Background: an optimization exercise with open tools, aiming at a short achievable clock period and few clock cycles. Do not read the settings as production practice.
In this exercise RTL edits were held to simulation tests only and were not proved equivalent to the original.

==> flow/run.sh <==
#!/bin/bash
# synth_recipe.tcl (not shown) runs the flow's synth.tcl, then flattens the netlist and writes it again
# the make line also repeats each setting of config.mk as NAME=value (left out here)
make -C /OpenROAD-flow-scripts/flow DESIGN_CONFIG=/design/flow/config.mk WORK_HOME=/design/flow/orfs CLKGATE_MAP_FILE= SYNTH_SCRIPT=/design/flow/synth_recipe.tcl finish
==> flow/config.mk <==
export PLATFORM = sky130hd
export DESIGN_NAME = cvpCore
export DESIGN_NICKNAME = cvpCore
export VERILOG_FILES = /design/flow/design.v
export SDC_FILE = /design/flow/constraint.sdc
export NUM_CORES = 4
export LEC_CHECK = 0
export CAP_MARGIN = 20
export CORE_MARGIN = 2
export CORE_UTILIZATION = 30
export SLEW_MARGIN = 20
==> flow/constraint.sdc <==
create_clock -name core_clock -period 15.0 [get_ports {Clk1}]
set_input_delay 3.0000 -clock core_clock [delete_from_list [all_inputs] [get_ports {Clk1}]]
set_output_delay 3.0000 -clock core_clock [all_outputs]
set_load 0.01 [all_outputs]
==> flow/design.v <==
package cvpPkg;
  typedef enum logic [3:0] {
    VADD = 4'h0,
    SST  = 4'h3,
    VLD  = 4'h4,
    VST  = 4'h5,
    SLL  = 4'h6,
    SLH  = 4'h7,
    J    = 4'h8,
    NOP  = 4'hF
  } opcodeT;
  typedef enum logic [2:0] {
    Fetch,
    Decode,
    Execute,
    VectorAdd,
    Load,
    Store,
    Jump,
    WriteBack
  } stateT;
  typedef struct packed {
    logic [2:0] dst;    
    logic [2:0] src1;   
    logic [2:0] src2;   
    logic [2:0] spare;  
  } regFieldsT;
  typedef struct packed {
    logic [3:0] spare;
    logic [7:0] imm;    
  } immFieldsT;
  typedef struct packed {
    logic [5:0] spare;
    logic [5:0] offset;  
  } offFieldsT;
  typedef union packed {
    regFieldsT  r;
    immFieldsT  i;
    offFieldsT  o;
    logic [11:0] jumpOffset;  
  } operandT;
  typedef struct packed {
    opcodeT  opcode;  
    operandT f;
  } instrT;
  typedef struct packed {
    logic [16-1:0] addr;
    logic               rd;
    logic               wr;
    logic [16-1:0] wrData;
  } memReqT;
  typedef struct packed {
    logic                  en;
    logic [3-1:0] addr;
    logic [(16 * 4)-1:0]     data;
  } regWriteT;
endpackage
`timescale 1ns/10ps
module vectorRegFile (
  input  logic                   Clk1,
  input  logic                   reset,
  input  logic [3-1:0] rdAddr1,
  input  logic [3-1:0] rdAddr2,
  input  logic [3-1:0] rdAddr3,
  input  cvpPkg::regWriteT               write,
  output logic [(16 * 4)-1:0]      rdData1,
  output logic [(16 * 4)-1:0]      rdData2,
  output logic [(16 * 4)-1:0]      rdData3
);
  logic [(16 * 4)-1:0] regs [(1 << 3)];
  always_ff @(posedge Clk1) begin
    if (reset) begin
      for (int i = 0; i < (1 << 3); i++) begin
        regs[i] <= '0;
      end
    end else if (write.en) begin
      regs[write.addr] <= write.data;
    end
  end
  assign rdData1 = regs[rdAddr1];
  assign rdData2 = regs[rdAddr2];
  assign rdData3 = regs[rdAddr3];  
endmodule
`timescale 1ns/10ps
module scalarRegFile (
  input  logic                   Clk1,
  input  logic                   reset,
  input  logic [3-1:0] rdAddr1,
  input  logic [3-1:0] rdAddr2,
  input  cvpPkg::regWriteT               write,
  output logic [16-1:0]     rdData1,
  output logic [16-1:0]     rdData2
);
  logic [16-1:0] regs [(1 << 3)];
  always_ff @(posedge Clk1) begin
    if (reset) begin
      for (int i = 0; i < (1 << 3); i++) begin
        regs[i] <= '0;
      end
    end else if (write.en) begin
      regs[write.addr] <= write.data[16-1:0];  
    end
  end
  assign rdData1 = regs[rdAddr1];  
  assign rdData2 = regs[rdAddr2];  
endmodule
`timescale 1ns/10ps
module halfFloatAdd (
  input  logic [16-1:0] a,
  input  logic [16-1:0] b,
  output logic [16-1:0] sum,
  output logic               overflow
);
  logic               aBigger;
  logic [16-1:0] opBig;
  logic [16-1:0] opSmall;
  logic [4:0]         expBig;
  logic [4:0]         expSmall;
  logic [4:0]         diff;
  logic [10:0]        sigBig;
  logic [10:0]        sigSmall;
  logic [30:0]        smallWide;
  logic [13:0]        mantBig;
  logic [13:0]        mantSmall;
  logic [14:0]        raw;
  logic [3:0]         leadZeros;
  logic [4:0]         maxShift;
  logic [3:0]         shiftAmt;
  logic [13:0]        leftNorm;
  logic [13:0]        norm;
  logic [5:0]         expNorm;
  logic               roundUp;
  logic [15:0]        rounded;
  logic               anyInf;
  logic               isZero;
  logic               resSign;
  function automatic logic [3:0] lzc14(input logic [13:0] v);
    logic [3:0] n;
    logic       found;
    n     = 4'd14;
    found = 1'b0;
    for (int i = 13; i >= 0; i--) begin
      if (!found && v[i]) begin
        n     = 13 - i;
        found = 1'b1;
      end
    end
    lzc14 = n;
  endfunction
  assign aBigger = a[14:0] >= b[14:0];
  assign opBig   = aBigger ? a : b;
  assign opSmall = aBigger ? b : a;
  assign expBig   = (opBig[14:10] == 5'd0) ? 5'd1 : opBig[14:10];
  assign expSmall = (opSmall[14:10] == 5'd0) ? 5'd1 : opSmall[14:10];
  assign sigBig   = {|opBig[14:10], opBig[9:0]};
  assign sigSmall = {|opSmall[14:10], opSmall[9:0]};
  assign diff      = expBig - expSmall;
  assign smallWide = {sigSmall, 20'd0} >> diff;
  assign mantBig   = {sigBig, 3'b000};
  assign mantSmall = {smallWide[30:18], |smallWide[17:0]};
  assign raw = (a[15] ^ b[15]) ? {1'b0, mantBig} - {1'b0, mantSmall}
                               : {1'b0, mantBig} + {1'b0, mantSmall};
  assign leadZeros = lzc14(raw[13:0]);
  assign maxShift  = expBig - 5'd1;
  assign shiftAmt  = ({1'b0, leadZeros} > maxShift) ? maxShift[3:0] : leadZeros;
  assign leftNorm  = raw[13:0] << shiftAmt;
  always_comb begin
    if (raw[14]) begin
      norm    = {raw[14:2], raw[1] | raw[0]};  
      expNorm = {1'b0, expBig} + 6'd1;
    end else begin
      norm    = leftNorm;
      expNorm = leftNorm[13] ? {1'b0, expBig} - {2'b00, shiftAmt} : 6'd0;
    end
  end
  assign roundUp = norm[2] & (norm[1] | norm[0] | norm[3]);
  assign rounded = {expNorm, norm[12:3]} + {15'd0, roundUp};
  assign anyInf   = (&a[14:10]) | (&b[14:10]);
  assign overflow = anyInf | (rounded[15:10] >= 6'd31);
  assign isZero  = raw == 15'd0;
  assign resSign = isZero ? (a[15] & b[15]) : opBig[15];
  assign sum = overflow ? (16'h7C00 | {opBig[15], 15'd0})
                        : {resSign, rounded[14:0]};
endmodule
`timescale 1ns/10ps
module cvpController (
  input  logic                   Clk1,
  input  logic                   reset,
  input  logic [16-1:0]     memData,
  input  logic [(16 * 4)-1:0]      vecRd1,
  input  logic [(16 * 4)-1:0]      vecRd2,
  input  logic [(16 * 4)-1:0]      vecDst,
  input  logic [16-1:0]     scaRd1,
  input  logic [16-1:0]     scaDst,
  input  logic [16-1:0]     sum,
  input  logic                   sumOverflow,
  output cvpPkg::memReqT                 memReq,
  output logic                   overflowFlag,
  output logic [3-1:0] rdAddr1,
  output logic [3-1:0] rdAddr2,
  output logic [3-1:0] rdAddr3,
  output cvpPkg::regWriteT               vecWrite,
  output cvpPkg::regWriteT               scaWrite,
  output logic [16-1:0]     addA,
  output logic [16-1:0]     addB
);
  localparam int memLatency = 1;
  localparam int loadCycles = 4 + memLatency;  
  localparam int cntW       = $clog2(loadCycles);
  localparam int laneW      = $clog2(4);
  cvpPkg::stateT state;
  cvpPkg::stateT nextState;
  cvpPkg::instrT instr;
  logic [16-1:0] pc;
  logic [cntW-1:0]    laneCnt;
  logic [(16 * 4)-1:0]  vecBuf;       
  logic               addOverflow;  
  logic [laneW-1:0]   lane;
  logic [laneW-1:0]   loadLane;
  logic               lastLane;
  logic               lastLoad;
  logic               loadValid;
  logic [16-1:0] baseAddr;
  logic [16-1:0] jumpTarget;
  logic [16-1:0] byteMerge;
  assign lane      = laneCnt[laneW-1:0];
  assign loadLane  = laneW'(laneCnt - cntW'(memLatency));  
  assign lastLane  = laneCnt == cntW'(4 - 1);
  assign lastLoad  = laneCnt == cntW'(loadCycles - 1);
  assign loadValid = laneCnt >= cntW'(memLatency);
  assign baseAddr = scaRd1 + instr.f.o.offset;
  assign jumpTarget = pc - 1'b1 +
                      {{(16 - 12){instr.f.jumpOffset[11]}}, instr.f.jumpOffset};
  assign byteMerge = (instr.opcode == cvpPkg::SLH) ? {instr.f.i.imm, scaDst[7:0]}
                                           : {scaDst[16-1:8], instr.f.i.imm};
  assign rdAddr1 = instr.f.r.src1;
  assign rdAddr2 = instr.f.r.src2;
  assign rdAddr3 = instr.f.r.dst;
  assign addA = vecRd1[lane*16 +: 16];
  assign addB = vecRd2[lane*16 +: 16];
  always_comb begin
    nextState = state;
    case (state)
      cvpPkg::Fetch:   nextState = cvpPkg::Decode;
      cvpPkg::Decode:  nextState = cvpPkg::Execute;
      cvpPkg::Execute: begin
        case (instr.opcode)
          cvpPkg::VADD:     nextState = cvpPkg::VectorAdd;
          cvpPkg::VLD:      nextState = cvpPkg::Load;
          cvpPkg::VST, cvpPkg::SST: nextState = cvpPkg::Store;
          cvpPkg::J:        nextState = cvpPkg::Jump;
          default:  nextState = cvpPkg::WriteBack;  
        endcase
      end
      cvpPkg::VectorAdd: begin
        if (lastLane) nextState = cvpPkg::WriteBack;
      end
      cvpPkg::Load: begin
        if (lastLoad) nextState = cvpPkg::WriteBack;
      end
      cvpPkg::Store: begin
        if (instr.opcode == cvpPkg::SST || lastLane) nextState = cvpPkg::Fetch;
      end
      cvpPkg::Jump:      nextState = cvpPkg::Fetch;
      cvpPkg::WriteBack: nextState = cvpPkg::Fetch;
      default:   nextState = cvpPkg::Fetch;
    endcase
  end
  always_ff @(posedge Clk1) begin
    if (reset) begin
      state        <= cvpPkg::Fetch;
      pc           <= '0;
      instr.opcode <= cvpPkg::NOP;
      instr.f      <= '0;
      laneCnt      <= '0;
      addOverflow  <= 1'b0;
      overflowFlag <= 1'b0;
    end else begin
      state <= nextState;
      case (state)
        cvpPkg::Fetch:  pc <= pc + 1'b1;
        cvpPkg::Decode: instr <= cvpPkg::instrT'(memData);
        cvpPkg::Execute: begin
          laneCnt     <= '0;
          addOverflow <= 1'b0;
        end
        cvpPkg::VectorAdd: begin
          laneCnt     <= laneCnt + 1'b1;
          addOverflow <= addOverflow | sumOverflow;
        end
        cvpPkg::Load:  laneCnt <= laneCnt + 1'b1;
        cvpPkg::Store: laneCnt <= laneCnt + 1'b1;
        cvpPkg::Jump:  pc <= jumpTarget;
        cvpPkg::WriteBack: begin
          if (instr.opcode == cvpPkg::VADD) overflowFlag <= addOverflow;
        end
        default: ;
      endcase
    end
  end
  always_ff @(posedge Clk1) begin
    if (state == cvpPkg::VectorAdd) begin
      vecBuf[lane*16 +: 16] <= sum;
    end else if (state == cvpPkg::Load && loadValid) begin
      vecBuf[loadLane*16 +: 16] <= memData;
    end
  end
  always_comb begin
    memReq = '0;
    case (state)
      cvpPkg::Fetch: begin
        memReq.rd   = 1'b1;
        memReq.addr = pc;
      end
      cvpPkg::Load: begin
        memReq.rd   = laneCnt < cntW'(4);  
        memReq.addr = baseAddr + laneCnt;
      end
      cvpPkg::Store: begin
        memReq.wr     = 1'b1;
        memReq.addr   = baseAddr + laneCnt;
        memReq.wrData = (instr.opcode == cvpPkg::SST) ? scaDst : vecDst[lane*16 +: 16];
      end
      default: ;
    endcase
  end
  always_comb begin
    vecWrite = '0;
    scaWrite = '0;
    if (state == cvpPkg::WriteBack) begin
      case (instr.opcode)
        cvpPkg::VADD, cvpPkg::VLD: begin
          vecWrite.en   = 1'b1;
          vecWrite.addr = instr.f.r.dst;
          vecWrite.data = vecBuf;
        end
        cvpPkg::SLL, cvpPkg::SLH: begin
          scaWrite.en                 = 1'b1;
          scaWrite.addr               = instr.f.r.dst;
          scaWrite.data[16-1:0]  = byteMerge;
        end
        default: ;  
      endcase
    end
  end
endmodule
`timescale 1ns/10ps
module cvpCore (
  input  logic               Clk1,
  input  logic               reset,
  input  logic [16-1:0] DataIn,
  output logic [16-1:0] Addr,
  output logic [16-1:0] dataOut,
  output logic               RD,
  output logic               WR,
  output logic               V
);
  cvpPkg::memReqT   memReq;
  cvpPkg::regWriteT vecWrite;
  cvpPkg::regWriteT scaWrite;
  logic [3-1:0] rdAddr1;
  logic [3-1:0] rdAddr2;
  logic [3-1:0] rdAddr3;
  logic [(16 * 4)-1:0]  vecRd1;
  logic [(16 * 4)-1:0]  vecRd2;
  logic [(16 * 4)-1:0]  vecDst;
  logic [16-1:0] scaRd1;
  logic [16-1:0] scaDst;
  logic [16-1:0] addA;
  logic [16-1:0] addB;
  logic [16-1:0] sum;
  logic               sumOverflow;
  cvpController u_cvpController (
    .Clk1         (Clk1),
    .reset        (reset),
    .memData      (DataIn),
    .vecRd1       (vecRd1),
    .vecRd2       (vecRd2),
    .vecDst       (vecDst),
    .scaRd1       (scaRd1),
    .scaDst       (scaDst),
    .sum          (sum),
    .sumOverflow  (sumOverflow),
    .memReq       (memReq),
    .overflowFlag (V),
    .rdAddr1      (rdAddr1),
    .rdAddr2      (rdAddr2),
    .rdAddr3      (rdAddr3),
    .vecWrite     (vecWrite),
    .scaWrite     (scaWrite),
    .addA         (addA),
    .addB         (addB)
  );
  vectorRegFile u_vectorRegFile (
    .Clk1    (Clk1),
    .reset   (reset),
    .rdAddr1 (rdAddr1),
    .rdAddr2 (rdAddr2),
    .rdAddr3 (rdAddr3),
    .write   (vecWrite),
    .rdData1 (vecRd1),
    .rdData2 (vecRd2),
    .rdData3 (vecDst)
  );
  scalarRegFile u_scalarRegFile (
    .Clk1    (Clk1),
    .reset   (reset),
    .rdAddr1 (rdAddr1),
    .rdAddr2 (rdAddr3),
    .write   (scaWrite),
    .rdData1 (scaRd1),
    .rdData2 (scaDst)
  );
  halfFloatAdd u_halfFloatAdd (
    .a        (addA),
    .b        (addB),
    .sum      (sum),
    .overflow (sumOverflow)
  );
  assign Addr    = memReq.addr;
  assign RD      = memReq.rd;
  assign WR      = memReq.wr;
  assign dataOut = memReq.wrData;
endmodule
==> metrics.md <==
| Metric | Value |
|---|---|
| GP Congestion | 0.9479 |
| XOR/XNOR Fraction of Synth Area | less than 1% |
| Maximum clock insertion buffer count | 3 |
| DR vias/cell | 6.064 |
| Core Rows | 149 |
| DP HPWL | between 100 and 150 mm |
| Clock tree sinks | 753 |
| ANT nets after route | 0 |
| WHS Path Cells | 2 |
| Fraction of registers with async set/reset | 0% |
| Largest area contributor in the netlist | edfxtp_1 |
| Syn avg cell area | 11.01 um^2 |
| Clk slew on worst S/H paths | roughly 60 ps |
| Number of remaining DRC errors | 0 |
| Number of synthesis warnings | 4 |
| Most frequent cells in the layout | nor2_1 (741), edfxtp_1 (704), mux2i_1 (478), nand2_1 (271), mux4_2 (267) |
| CTS HTree Levels | 3 |
| # nets final | 4669 |
| Vias in the first global route | between 30000 and 40000 |
| Clock buffer count from CTS | between 80 and 90 |
| Crit-path max FO | 37 |
| Post-Synth Adder-Cell Area | between 2 and 3% |
| Clock Skew | a little under 20 ps |
| First-pass GRT wire length | about 270 mm |
| Slowest cell on the critical path | or4_4 |
| Largest family of logic cells by synthesized area | multiplexers |
| Top_reg_cell synth | edfxtp_1 |
| Pre-CTS WS | 22.55 ps |
| Period utilization | between 90% and 100% |
| Post-Syn Area | ~50000 um^2 |
| Layout Cell Area excl Fill | ~57000 um^2 |
| Root buffer cell | clkbuf_16 |
| Setup ws final | 588.6 ps |
| Top cells by area, synth | edfxtp_1 (42%), mux4_2 (12%), mux2i_1 (9.6%) |
| Port Buffer Count | 52 |
| Data required, critical path | 15460 ps |
| Final min period | 14410 ps |
| Compound-Gate Fraction of Synth Area | a little under an eighth |
| WHS | between 400 and 500 ps |
| Mux share of post-synthesis cell area | around 23% |
| Max cap viols | 0 |
| Type of the worst setup path | reg -> reg |
| Commonest non-fill, non-tap cell in the layout | nor2_1 |
| Util after Layout | 34.57% |
| CTS tree | yes |
| I/O Pins | 53 |
| Final Hold Viols | 0 |
| DP Area | roughly 53000 um^2 |
| Largest net degree at the start of global routing | 129 |
| GRT Residual Overflow | 0 |
| Post-route insts no fill | 6806 |
| Min-delay src | u_cvpController.addOverflow |
| Peak Freq | ~0.07 GHz |
| Die ar. | approximately 170000 um^2 |
| Max-slew violation count | 0 |
| Startpoint types | flop |
| Crit end category | flop |
| Post-synth EDFFs | between 700 and 800 |
| Cell class contributing the biggest share of worst-path delay | simple AND/OR/NAND/NOR gates |
| Final setup fails | 0 |
| Initial core utilization | roughly 30% |
| Post-synth top area share | a little over two fifths |
| Initial antenna violation count | 5 |
| Mapped Cells | between 4000 and 5000 |
| Status | timing/DRC/antenna clean |
| Routed vias | between 40000 and 50000 |
| Worst hold path class | reg -> reg |
| WL per Instance | roughly 28 um |
| Pre-antenna DRT Iters | 6 |
| Post-synthesis net count | around 4700 |
| Post-Synth Simple-Gate Area | ~14% |
| GRT Util Overall | between 20% and 30% |
| Netlist cell types | roughly 110 |
| CP Depth | between 50 and 60 |
| Seq/Total Area, Yosys | between 40 and 50% |
| Post-CTS Hold Buffers | 0 |
| Most frequent CP cell | buf_4 |
| Area delta synth->final | 14.32% |
| Slew headroom | between 20% and 30% |
| Drt total wl | approximately 190 mm |
| DRT iter0 DRCs | roughly 6400 |
| Clk Latency, worst-skew pair | approximately 720 ps |
| Worst R2R Path Depth | between 50 and 60 |
| Slew @ Worst Pin | approximately 1200 ps |
| Post-synthesis register bit count | approximately 750 |
| Die span in x | between 400 and 500 um |
| Reg2Reg Setup Slack | about 600 ps |
| Fraction of layout cells with a size suffix above 1 | between 10% and 20% |
| CP arrival | between 10000 and 15000 ps |
| WP buf/inv | 9 |
| Die height | between 400 and 500 um |
| CP max stage delay | 610 ps |
| Core ar. | between 150000 and 200000 um^2 |
| Dpl cells | between 6000 and 7000 |
[kinds of logic after synthesis]
kind of cell / after synthesis
AOI/OAI and AO/OA: 786
muxes: 791
buffers and inverters: 494
DFF: 753
and+or+nand+nor: 1549
adders and majority gates: 106
xor gates and xnor gates: 54
[registers in the layout (all words and copies together), names as in the netlist, named ones only]
register,cells
u_vectorRegFile.regs,512
u_scalarRegFile.regs,128
u_cvpController.vecBuf,64
u_cvpController.instr,16
u_cvpController.pc,16
u_cvpController.laneCnt,3
u_cvpController.state,3
u_cvpController.addOverflow,1
u_cvpController.overflowFlag,1
[worst reg2reg max path, delay by kind of cell (launching register included)]
family / cells / cell delay (ps)
multiplexers: 3 / 700
AO/OA/AOI/OAI: 20 / 4550
flip-flops: 1 / 470
buffers and inverters: 9 / 1580
adder cells (fa/ha/maj): 6 / 1870
AND/OR/NAND/NOR: 20 / 4970
[final timing paths]
path	endpoint
worst max register to register	u_cvpController.vecBuf[4]
worst max-delay path	u_cvpController.vecBuf[4]
worst min-delay path	u_cvpController.overflowFlag
worst min register to register	u_cvpController.overflowFlag
[Yosys cell counts, types with 14 or more instances]
cell type / instances
a211oi_1: 15
a21o_1: 24
a21oi_1: 119
a221oi_1: 43
a222oi_1: 16
a22oi_1: 240
a311oi_1: 22
a31oi_1: 15
and2_1: 14
and3_1: 77
buf_1: 59
buf_2: 50
clkbuf_1: 225
dfxtp_1: 49
edfxtp_1: 704
ha_1: 99
inv_1: 145
mux2_2: 43
mux2i_1: 478
mux4_2: 267
nand2_1: 285
nand2b_1: 23
nand3_1: 171
nand4_1: 47
nor2_1: 750
nor2b_1: 26
nor3_1: 48
nor4_1: 19
o211ai_1: 17
o21ai_0: 93
o21ai_1: 19
o21bai_1: 14
o221ai_1: 23
o22ai_1: 20
or2_2: 23
or3_1: 25
xnor2_1: 38
xor2_1: 16
[repair_timing]
item	in CTS	in global routing
setup endpoints to repair	4	61
cloned	0	4
gates resized for setup	1	42
hold endpoints to repair	0	0
pin swaps	0	23
setup buffers	3	60
[per-layer routing]
| layer | part of all wire [%] | track usage [%] |
|---|---|---|
| met4 | 5.8 | 11.12 |
| met2 | 45 | 33.72 |
| met5 | 0.016 | 0 |
| met1 | 39 | 28.21 |
| met3 | 10 | 4.838 |
[layout make-up]
cell class              count  area, um^2
fillers                 16240      108000
multi-input cells        3287       26200
flip-flops and latches    753       22160
well taps                2189        2739
repair buffers            267        2572
clock buffers              98        2176
clock inverters            60       629.4
inverters                 151       569.3
diodes                      1       2.502
[through the flow]
stage / TNS, ps
floorplan: 0
global placement: 0
detailed placement: 0
CTS: 0
global route: -46.73
finish: 0
Testbench counts, summed over its fixed seeds: cycles 36,491.

==> port drivers added, routing unchanged <==
How much do the figures lean on ideal ports? The routed layout below was timed once more, with nothing changed but the port constraints.
Step 1 assumes that a clkbuf_16 drives the clock port and a buf_2 every other input.
Step 2 also shifts input and output timing later by t, the mid clock arrival at the registers, as if the neighbouring blocks saw the same clock.
a / b / c = no drivers / after step 1 / after step 2; a / b = the first two.
t, ns: 0.790
slack for setup (ns): 0.589 / 0.589 / 0.589
hold slack, ns: 0.471 / 0.471 / 0.471
latest minus earliest clock arrival (ns): 0.020 / 0.020
pins driven straight from the clock port: 1
After both steps this run still meets setup and hold. The setup slack of this run moves by 0.000 ns with the drivers and by 0.000 ns with both steps.
